This is an optimization exercise on Yosys and OpenROAD, whose aim is small area and a short achievable clock period, not a production implementation.
RTL that was checked went through simulation tests only; none was proved equivalent to the original.
No driver is modelled on the clock port, so clock power and skew are understated where the tree is cut down; a real chip needs a root buffer or a tree.
Power and IR drop assume default switching activity.

lane 1:
// accel_controller
module accel_controller #(
    parameter int SRAM_ADDR_W = 17
) (
    input  logic                                  clk,
    input  logic                                  rst,
    input  logic                                  start,
    input  logic [accel_pkg::cfg_w-1:0]           confi,
    output logic [SRAM_ADDR_W-1:0]                ifmap_sram_addr,
    output logic [SRAM_ADDR_W-1:0]                filter_sram_addr,
    output logic                                  ifmap_sram_ren,
    output logic                                  filter_sram_ren,
    output logic [accel_pkg::ifmap_buf_aw-1:0]    ifmap_buffer_waddr,
    output logic                                  ifmap_buffer_wen,
    output logic [accel_pkg::filter_buf_aw-1:0]   filter_buffer_waddr,
    output logic                                  filter_buffer_wen,
    output logic [accel_pkg::pe_count-1:0][accel_pkg::ifmap_buf_aw-1:0]  ifmap_raddr,
    output logic [accel_pkg::pe_count-1:0]                               ifmap_ren,
    output logic [accel_pkg::pe_count-1:0][accel_pkg::filter_buf_aw-1:0] filter_raddr,
    output logic [accel_pkg::pe_count-1:0]                               filter_ren,
    output logic [accel_pkg::result_sel_w-1:0]    result_sel,
    output logic                                  post_unit_wen
);
    logic [3:0] cs;          
    logic       r_i, r_f;    
    logic       w_i, w_f;    
    logic [3:0] pen;         
    logic       q;           
    logic       ts_r;        
    logic [7:0]  pc;         
    logic        nc0;        
    logic [9:0]  h_r;
    logic [11:0] wr;         
    logic [5:0]  ci_r;
    logic [6:0]  e_c;        
    logic [7:0]  cc;         
    logic [9:0]  rr;         
    logic [7:0]  gg;         
    logic        cl_r, rl_r;
    logic        ds_r;       
    logic [16:0] hw5;        
    logic [16:0] a_r;        
    logic [2:0]  ik;
    logic        k5;
    logic        xs_r, xf_r;    
    logic [4:0]  ich;
    logic [14:0] f_r;        
    logic        fe_r;
    logic [5:0]  y0h, y1h, y2h, y3h;
    logic [3:0]  x1h, x2h, x3h;
    logic [9:0] w_r;
    logic busy, accept, ds, pc_clr, iend, gl;
    logic [4:0] cim1;
    assign w_r = wr[9:0];
  ...
For scale: ~140 I/O pins.
==> flow/config.mk <==
export PLATFORM = sky130hd
export DESIGN_NAME = accel_controller
export DESIGN_NICKNAME = accel_controller
export VERILOG_FILES = /design/flow/design.v
export SDC_FILE = /design/flow/constraint.sdc
export NUM_CORES = 4
export LEC_CHECK = 0
export CAP_MARGIN = 20
export CORE_MARGIN = 2
export CORE_UTILIZATION = 65
export CTS_BUF_LIST = sky130_fd_sc_hd__clkbuf_16
export CTS_CLUSTER_DIAMETER = 100
export CTS_CLUSTER_SIZE = 30
export PLACE_DENSITY = 0.75
export SETUP_SLACK_MARGIN = 4.9
export SLEW_MARGIN = 20
==> flow/constraint.sdc <==
create_clock -name core_clock -period 7.5 [get_ports {clk}]
set_input_delay 1.5000 -clock core_clock [delete_from_list [all_inputs] [get_ports {clk}]]
set_output_delay 1.5000 -clock core_clock [all_outputs]
set_load 0.01 [all_outputs]
standard.sh (not shown) runs the stock make flow with config.mk's settings and CLKGATE_MAP_FILE= SYNTH_SCRIPT=/design/flow/synth_recipe.tcl, a recipe that flattens the netlist after the stock synthesis.
==> flow/flow/run.sh <==
#!/bin/bash
set -euo pipefail
export BUFFER_PORTS_ARGS="-buffer_cell sky130_fd_sc_hd__buf_2"
ARGS=()
if [[ -f flow/make_args ]]; then read -r -a ARGS < flow/make_args; fi
bash standard.sh "${ARGS[@]}" cts > standard_cts.log 2>&1
R=$PWD/orfs/results/sky130hd/accel_controller/base
cp $R/4_cts.odb $R/4_cts_orig.odb
CTS_ODB=$R/4_cts_orig.odb CTS_ODB_OUT=$R/4_cts.odb openroad -no_init -exit flow/clk_flatten.tcl > clk_flatten.log 2>&1
bash standard.sh "${ARGS[@]}" finish > standard_finish.log 2>&1
Other scripts of this flow, unchanged in this note and not shown: flow/flow/clk_flatten.tcl
Inputs modified between lane 1 and lane 3:
--- a/flow/design.v
+++ b/flow/design.v
@@ -111,101 +111,107 @@
                 pen[0] <= 1'b1;
             else if (pc[4:0] == cim1)
                 pen[0] <= 1'b0;
             pen[3:1] <= pen[2:0];
             if (ds)
                 q <= 1'b1;
             else if (pc[3:0] == 4'd15)
                 q <= 1'b0;
         end
     end
     logic [11:0] bd_r;       
     logic        bn_r;       
-    logic        bf_r, be_r;   
+    logic        be_r;       
     logic [11:0] bmag;
     logic        bo, bt;
     logic [16:0] badd;
     logic [17:0] bsum;
-    logic [14:0] bacc;
     logic        x2, x1, x0;
     assign x2 = (cs == 4'd2) ? 1'b0 : wr[9];
     assign x1 = (cs == 4'd2) ? 1'b0 : wr[8];
     assign x0 = (cs == 4'd2) ? confi[9] : wr[7];
     assign bo = x1 ^ x0;
     assign bt = (x2 && !x1 && !x0) || (!x2 && x1 && x0);
     assign bmag = bo ? {2'd0, h_r} : (bt ? {1'd0, h_r, 1'b0} : 12'd0);
     assign badd = {{5{bn_r}}, bd_r};
-    assign bacc = bf_r ? 15'd31 : hw5[14:0];
-    assign bsum = {bacc, 1'b1, be_r, 1'b1} + {badd, bn_r};
+    assign bsum = {hw5[14:0], 1'b1, be_r, 1'b1} + {badd, bn_r};
     always_ff @(posedge clk)
     begin
         if (cs == 4'd1)
             h_r <= confi;
         if (cs == 4'd2)
             wr <= {2'b00, confi};
         else if (cs >= 4'd3 && cs <= 4'd8)
             wr <= {wr[9:0], wr[11:10]};
         bd_r <= x2 ? ~bmag : bmag;
-        bf_r <= (cs == 4'd2);
         be_r <= (cs != 4'd6);
         bn_r <= x2;
         if (cs == 4'd3)
             ci_r <= confi[5:0];
         if (cs >= 4'd3 && cs <= 4'd8)
             hw5 <= bsum[17:1];
+        else if (cs == 4'd2)
+            hw5 <= 17'd31;
     end
     always_ff @(posedge clk)
     begin
         ds_r <= pen[2] && !pen[1];
         if (cs == 4'd3)
             cl_r <= (w_r[9:2] == {6'd0, ~w_r[1], w_r[1]});
         else if (cs < 4'd4 || cs > 4'd8)
             cl_r <= (cc == {6'd0, ~w_r[1], w_r[1]});
         rl_r <= (rr == 10'd1);
         if (cs == 4'd3 || (ds_r && cl_r))
             cc <= w_r[9:2];
         else if (ds_r)
             cc <= cc - 8'd1;
         if (cs == 4'd2 || (ds_r && cl_r && rl_r))
             rr <= h_r;
         else if (ds_r && cl_r)
             rr <= rr - 10'd1;
         if (cs == 4'd4)
             gg <= confi[9:2];
         else if (ds_r && cl_r && rl_r)
             gg <= gg - 8'd1;
     end
     logic [16:0] asum;
     logic [7:0]  astep;      
-    logic        xn_r;       
+    logic [8:0]  xu_r;       
+    logic        ac_r;       
     logic        k5_n, fil_n, xs_n, xf_n;
     logic [7:0]  dm;
     assign fil_n = ts_r || (r_i && !iend);
     assign k5_n = !ts_r && !k5 && (ik == 3'd4) && fil_n;
     assign xs_n = (r_i && iend) || (xs_r && (ich != 5'd0));
     assign xf_n = xs_r && (ich == 5'd0);
     assign dm = 8'((cl_r ? 8'(4'd6 + {~w_r[1], w_r[0]}) : 8'd4) + {1'b1, ~cim1, 2'b00});
-    assign asum = a_r + {(k5 ? hw5[16:8] : (xs_r ? ~hw5[16:8] : {9{xn_r}})), astep};
+    assign asum = a_r + {xu_r, astep};
     always_ff @(posedge clk)
     begin
         if (k5_n)
             astep <= hw5[7:0];
         else if (xs_n)
             astep <= ~hw5[7:0];
         else if (xf_n)
             astep <= dm;
         else
             astep <= {7'd0, fil_n};
-        xn_r <= xf_n && dm[7];
-        a_r <= (cs == 4'd1 || (xf_r && gl)) ? 17'd0 : asum;
+        if (k5_n)
+            xu_r <= hw5[16:8];
+        else if (xs_n)
+            xu_r <= ~hw5[16:8];
+        else
+            xu_r <= {9{xf_n && dm[7]}};
+        ac_r <= accept || (xf_n && gl);
+        a_r <= ac_r ? 17'd0 : asum;
         ik <= (ts_r || k5) ? 3'd0 : ik + 3'd1;
         k5 <= k5_n;
         ich <= (ts_r || (r_i && iend)) ? cim1 : ich - {4'd0, k5 | xs_r};
     end
     logic [14:0] fsum;
     logic        sd_n, fe_n, fph_n;
     logic [7:0]  fa_r;       
     assign e_c = 7'(7'd1 - 7'(3 * ci_r));
     assign sd_n = r_f && w_i && (pc[1:0] == 2'd1);
     assign fe_n = sd_n && (pc[6:2] == cim1);
     assign fph_n = ts_r || (r_f && !fe_r);
     assign fsum = f_r + {{8{fa_r[7]}}, fa_r[6:0]};
### Flow results
The final layout from lane 3, which completed every stage, passed the timing, DRC and antenna checks at the end of the flow. Compared with lane 1, power in lane 3 increased slightly. Critical path depth in lane 3 is 4 below lane 1. NOTE final area lane 1->lane 3 increased slightly. From lane 1 to lane 3 the numbers moved as follows: met3 track utilization from global routing +1.5 points; maximum vdd drop +about 40%. sky130_fd_sc_hd__dfrtp_2 as the cell with the largest stage delay on the worst path was reported by lane 1, and sky130_fd_sc_hd__fa_1 by lane 3. Lane 3 ends up with a power share of the combinational group that is 0.6 points lower than in lane 1. Lane 3 vs. lane 1: later-pin clock latency in the skew report now sits at about the same level, routed wire length now sits higher.
Function was not checked in any run of this note: the RTL went through the layout flow alone.

* * *

Setup of build 63:
accel_controller, a different RTL version from the one above (not shown whole).
Size in the first run: about 210 flip-flops, ~140 I/O pins.
## accel_controller
module accel_controller #(
    parameter int SRAM_ADDR_W = 17
) (
    input  logic                                  clk,
    input  logic                                  rst,
    input  logic                                  start,
    input  logic [accel_pkg::cfg_w-1:0]           confi,
    output logic [SRAM_ADDR_W-1:0]                ifmap_sram_addr,
    output logic [SRAM_ADDR_W-1:0]                filter_sram_addr,
    output logic                                  ifmap_sram_ren,
    output logic                                  filter_sram_ren,
    output logic [accel_pkg::ifmap_buf_aw-1:0]    ifmap_buffer_waddr,
    output logic                                  ifmap_buffer_wen,
    output logic [accel_pkg::filter_buf_aw-1:0]   filter_buffer_waddr,
    output logic                                  filter_buffer_wen,
    output logic [accel_pkg::pe_count-1:0][accel_pkg::ifmap_buf_aw-1:0]  ifmap_raddr,
    output logic [accel_pkg::pe_count-1:0]                               ifmap_ren,
    output logic [accel_pkg::pe_count-1:0][accel_pkg::filter_buf_aw-1:0] filter_raddr,
    output logic [accel_pkg::pe_count-1:0]                               filter_ren,
    output logic [accel_pkg::result_sel_w-1:0]    result_sel,
    output logic                                  post_unit_wen
);
==> flow/config.mk <==
export PLATFORM = sky130hd
export DESIGN_NAME = accel_controller
export DESIGN_NICKNAME = accel_controller
export VERILOG_FILES = /design/flow/design.v
export SDC_FILE = /design/flow/constraint.sdc
export NUM_CORES = 4
export LEC_CHECK = 0
export CAP_MARGIN = 20
export CORE_MARGIN = 2
export CORE_UTILIZATION = 65
export CTS_BUF_LIST = sky130_fd_sc_hd__clkbuf_16
export CTS_CLUSTER_DIAMETER = 100
export CTS_CLUSTER_SIZE = 30
export PLACE_DENSITY = 0.75
export SETUP_SLACK_MARGIN = 5.0
export SLEW_MARGIN = 20
==> flow/constraint.sdc <==
create_clock -name core_clock -period 7.5 [get_ports {clk}]
set_input_delay 1.5000 -clock core_clock [delete_from_list [all_inputs] [get_ports {clk}]]
set_output_delay 1.5000 -clock core_clock [all_outputs]
set_load 0.01 [all_outputs]
Scripts as last shown in full above: flow/flow/run.sh
Other scripts of this flow, unchanged in this note and not shown: flow/flow/clk_flatten.tcl
Edits applied to the flow inputs when going from build 63 to trial 72:
--- a/flow/design.v
+++ b/flow/design.v
@@ -169,60 +169,65 @@
             rr <= h_r;
         else if (ds_r && cl_r)
             rr <= rr - 10'd1;
         if (cs == 4'd4)
             gg <= confi[9:2];
         else if (ds_r && cl_r && rl_r)
             gg <= gg - 8'd1;
     end
     logic [16:0] asum;
     logic [7:0]  astep;      
-    logic        xn_r;       
+    logic [8:0]  xu_r;       
+    logic        ac_r;       
     logic        k5_n, fil_n, xs_n, xf_n;
     logic [7:0]  dm;
     assign fil_n = ts_r || (r_i && !iend);
     assign k5_n = !ts_r && !k5 && (ik == 3'd4) && fil_n;
     assign xs_n = (r_i && iend) || (xs_r && (ich != 5'd0));
     assign xf_n = xs_r && (ich == 5'd0);
-    assign dm = 8'((cl_r ? 8'(4'd6 + {~w_r[1], w_r[0]}) : 8'd4) - {ci_r, 2'b00});
-    assign asum = a_r + {(k5 ? hw5[16:8] : (xs_r ? ~hw5[16:8] : {9{xn_r}})), astep};
+    assign dm = 8'((cl_r ? 8'(4'd6 + {~w_r[1], w_r[0]}) : 8'd4) + {1'b1, ~cim1, 2'b00});
+    assign asum = a_r + {xu_r, astep};
     always_ff @(posedge clk)
     begin
         if (k5_n)
             astep <= hw5[7:0];
         else if (xs_n)
             astep <= ~hw5[7:0];
         else if (xf_n)
             astep <= dm;
         else
             astep <= {7'd0, fil_n};
-        xn_r <= xf_n && dm[7];
-        a_r <= (cs == 4'd1 || (xf_r && gl)) ? 17'd0 : asum;
+        if (k5_n)
+            xu_r <= hw5[16:8];
+        else if (xs_n)
+            xu_r <= ~hw5[16:8];
+        else
+            xu_r <= {9{xf_n && dm[7]}};
+        ac_r <= accept || (xf_n && gl);
+        a_r <= ac_r ? 17'd0 : asum;
         ik <= (ts_r || k5) ? 3'd0 : ik + 3'd1;
         k5 <= k5_n;
         ich <= (ts_r || (r_i && iend)) ? cim1 : ich - {4'd0, k5 | xs_r};
     end
     logic [14:0] fsum;
     logic        sd_n, fe_n, fph_n;
     logic [7:0]  fa_r;       
     assign e_c = 7'(7'd1 - 7'(3 * ci_r));
     assign sd_n = r_f && w_i && (pc[1:0] == 2'd1);
     assign fe_n = sd_n && (pc[6:2] == cim1);
     assign fph_n = ts_r || (r_f && !fe_r);
     assign fsum = f_r + {{8{fa_r[7]}}, fa_r[6:0]};
     always_ff @(posedge clk)
     begin
         fe_r <= fe_n;
         if (fe_n)
-            fa_r <= gl ? 8'd1 : {1'b1, e_c};
-        else if (fe_r)
-            fa_r <= gl ? 8'd0 : 8'(-{2'd0, ci_r});
+            fa_r <= gl ? 8'd1 : {1'b1, ~cim1, 2'b01};
         else if (fph_n)
             fa_r <= sd_n ? {1'b1, e_c} : {2'd0, ci_r};
         else
             fa_r <= 8'd0;
         f_r <= (cs == 4'd1) ? 15'd0 : fsum;
     end
     always_ff @(posedge clk)
     begin
         pc <= pc_clr ? 8'd0 : pc + 8'd1;
         nc0 <= pc_clr ? 1'b1 : pc[0];
Findings:
Synthesized area essentially unchanged between trial 72 and build 63. NOTE total via count after detailed routing build 63->trial 72 decreased by a few percent. Delta (trial 72 minus build 63): number of non-clock inverters increased 6; time the worst path needs with I/O delays and setup decreased 0.036 ns; relative contribution of the clock network to total power increased 0.3 points. Final cell area: trial 72 below build 63.

* * *

main:
Another version of the RTL of accel_controller (not shown whole).
Size: about 1100 cells after synthesis, about 220 flip-flops, ~140 I/O pins, about 11000 um2 of cells after synthesis.
==> flow/config.mk <==
export PLATFORM = sky130hd
export DESIGN_NAME = accel_controller
export DESIGN_NICKNAME = accel_controller
export VERILOG_FILES = /design/flow/design.v
export SDC_FILE = /design/flow/constraint.sdc
export NUM_CORES = 4
export LEC_CHECK = 0
export CAP_MARGIN = 20
export CORE_MARGIN = 2
export CORE_UTILIZATION = 65
export CTS_BUF_LIST = sky130_fd_sc_hd__clkbuf_16
export CTS_CLUSTER_DIAMETER = 100
export CTS_CLUSTER_SIZE = 30
export PLACE_DENSITY = 0.75
export SETUP_SLACK_MARGIN = 4.9
export SLEW_MARGIN = 20
==> flow/constraint.sdc <==
create_clock -name core_clock -period 7.5 [get_ports {clk}]
set_input_delay 1.5000 -clock core_clock [delete_from_list [all_inputs] [get_ports {clk}]]
set_output_delay 1.5000 -clock core_clock [all_outputs]
set_load 0.01 [all_outputs]
Scripts as last shown in full above: flow/flow/run.sh
Other scripts of this flow, unchanged in this note and not shown: flow/flow/clk_flatten.tcl
For the feature branch, these inputs were changed with respect to main:
--- a/flow/design.v
+++ b/flow/design.v
@@ -41,12 +41,13 @@
     logic       ts_r;        
     logic [7:0]  pc;         
     logic        nc0;        
     logic [9:0]  h_r;
     logic [11:0] wr;         
     logic [5:0]  ci_r;
+    logic [6:0]  e_c;        
     logic [7:0]  cc;         
     logic [9:0]  rr;         
     logic [7:0]  gg;         
     logic        cl_r, rl_r;
     logic        ds_r;       
     logic [16:0] hw5;        
@@ -59,13 +60,12 @@
     logic        fe_r;
     logic [5:0]  y0h, y1h, y2h, y3h;
     logic [3:0]  x1h, x2h, x3h;
     logic [9:0] w_r;
     logic busy, accept, ds, pc_clr, iend, gl;
     logic [4:0] cim1;
-    logic k5_n, fil_n, xs_n, xf_n;
     assign w_r = wr[9:0];
     assign busy = r_i | w_i | (|pen) | q;
     assign accept = start && (cs == 4'd0) && !busy;
     assign cim1 = 5'(ci_r - 6'd1);
     assign ds = pen[3] && !pen[2];
     assign pc_clr = (r_i ^ w_i) || ds_r;
@@ -173,57 +173,52 @@
             gg <= confi[9:2];
         else if (ds_r && cl_r && rl_r)
             gg <= gg - 8'd1;
     end
     logic [16:0] asum;
     logic [7:0]  astep;      
-    logic [8:0]  xu_r;       
-    logic        ac_r;       
+    logic        xn_r;       
+    logic        k5_n, fil_n, xs_n, xf_n;
     logic [7:0]  dm;
     assign fil_n = ts_r || (r_i && !iend);
     assign k5_n = !ts_r && !k5 && (ik == 3'd4) && fil_n;
     assign xs_n = (r_i && iend) || (xs_r && (ich != 5'd0));
     assign xf_n = xs_r && (ich == 5'd0);
-    assign dm = 8'((cl_r ? 8'(4'd6 + {~w_r[1], w_r[0]}) : 8'd4) + {1'b1, ~cim1, 2'b00});
-    assign asum = a_r + {xu_r, astep};
+    assign dm = 8'((cl_r ? 8'(4'd6 + {~w_r[1], w_r[0]}) : 8'd4) - {ci_r, 2'b00});
+    assign asum = a_r + {(k5 ? hw5[16:8] : (xs_r ? ~hw5[16:8] : {9{xn_r}})), astep};
     always_ff @(posedge clk)
     begin
         if (k5_n)
             astep <= hw5[7:0];
         else if (xs_n)
             astep <= ~hw5[7:0];
         else if (xf_n)
             astep <= dm;
         else
             astep <= {7'd0, fil_n};
-        if (k5_n)
-            xu_r <= hw5[16:8];
-        else if (xs_n)
-            xu_r <= ~hw5[16:8];
-        else
-            xu_r <= {9{xf_n && dm[7]}};
-        ac_r <= accept || (xf_n && gl);
-        a_r <= ac_r ? 17'd0 : asum;
+        xn_r <= xf_n && dm[7];
+        a_r <= (cs == 4'd1 || (xf_r && gl)) ? 17'd0 : asum;
         ik <= (ts_r || k5) ? 3'd0 : ik + 3'd1;
         k5 <= k5_n;
         ich <= (ts_r || (r_i && iend)) ? cim1 : ich - {4'd0, k5 | xs_r};
     end
     logic [14:0] fsum;
-    logic [6:0]  e_c;        
     logic        sd_n, fe_n, fph_n;
     logic [7:0]  fa_r;       
     assign e_c = 7'(7'd1 - 7'(3 * ci_r));
     assign sd_n = r_f && w_i && (pc[1:0] == 2'd1);
     assign fe_n = sd_n && (pc[6:2] == cim1);
     assign fph_n = ts_r || (r_f && !fe_r);
     assign fsum = f_r + {{8{fa_r[7]}}, fa_r[6:0]};
     always_ff @(posedge clk)
     begin
         fe_r <= fe_n;
         if (fe_n)
-            fa_r <= gl ? 8'd1 : {1'b1, ~cim1, 2'b01};
+            fa_r <= gl ? 8'd1 : {1'b1, e_c};
+        else if (fe_r)
+            fa_r <= gl ? 8'd0 : 8'(-{2'd0, ci_r});
         else if (fph_n)
             fa_r <= sd_n ? {1'b1, e_c} : {2'd0, ci_r};
         else
             fa_r <= 8'd0;
         f_r <= (cs == 4'd1) ? 15'd0 : fsum;
     end
The feature branch did not stop at any stage, and its layout met the timing, DRC and antenna checks.
main finished every stage and its layout cleared the timing, DRC and antenna checks.
Higher final worst slack goes to main over the feature branch.
Detailed placer's ending HPWL in the feature branch is about 4% above main.
Routed wire length grows by a few percent when moving from main to the feature branch.
Measured slew at the worst slew-check pin: higher on the feature branch
Min final sequential cell count across main and the feature branch: the feature branch
Re via count: the feature branch is 1.9% up on main.
Changes observed in the feature branch relative to main: time the worst path needs with I/O delays and setup went up; combined flip-flop and latch cell area went down; worst hold slack went down; delay contributed by the slowest stage of the critical path went down; cell count after synthesis did not really move.
Comparing main and the feature branch, via count of the first global-routing pass is higher on the feature branch.
The final reports for the feature branch and main show number of multi-input combinational cells in the layout higher in the former.

-- separate check: timing with driven ports --
In the flow no input, the clock included, has a driving cell. The finished layouts below were timed again as built, in two steps.
Step 1: set_driving_cell puts a clkbuf_16 on clk and a buf_2 on each other input, an assumption about the parent block.
Step 2 also shifts input and output timing later by t, the mid clock arrival at the registers, as if the neighbouring blocks saw the same clock.
Slacks: no drivers / after step 1 / after step 2; pairs: no drivers / after step 1.
run | t (ns) | setup WS [ns] | latest minus earliest clock arrival (ns) | worst data-port slew with drivers (ns) | cell pins on the clock port's net
lane 1 | 0.389 | 5.012 / 4.966 / 5.012 | 0.038 / 0.038 | 0.03 | 4
lane 3 | 0.391 | 5.068 / 4.972 / 4.980 | 0.067 / 0.067 | 0.03 | 4
build 63 | 0.391 | 5.039 / 4.940 / 5.077 | 0.052 / 0.052 | 0.03 | 4
trial 72 | 0.373 | 5.075 / 5.004 / 5.075 | 0.046 / 0.047 | 0.04 | 4
main | 0.371 | 5.072 / 4.991 / 5.072 | 0.045 / 0.045 | 0.04 | 4
the feature branch | 0.388 | 5.013 / 4.962 / 5.013 | 0.053 / 0.053 | 0.03 | 4
After both steps setup and hold are still met in every run listed. For lane 3, which loses most, drivers alone change the setup slack by -0.096 ns; drivers and shift together by -0.088 ns.
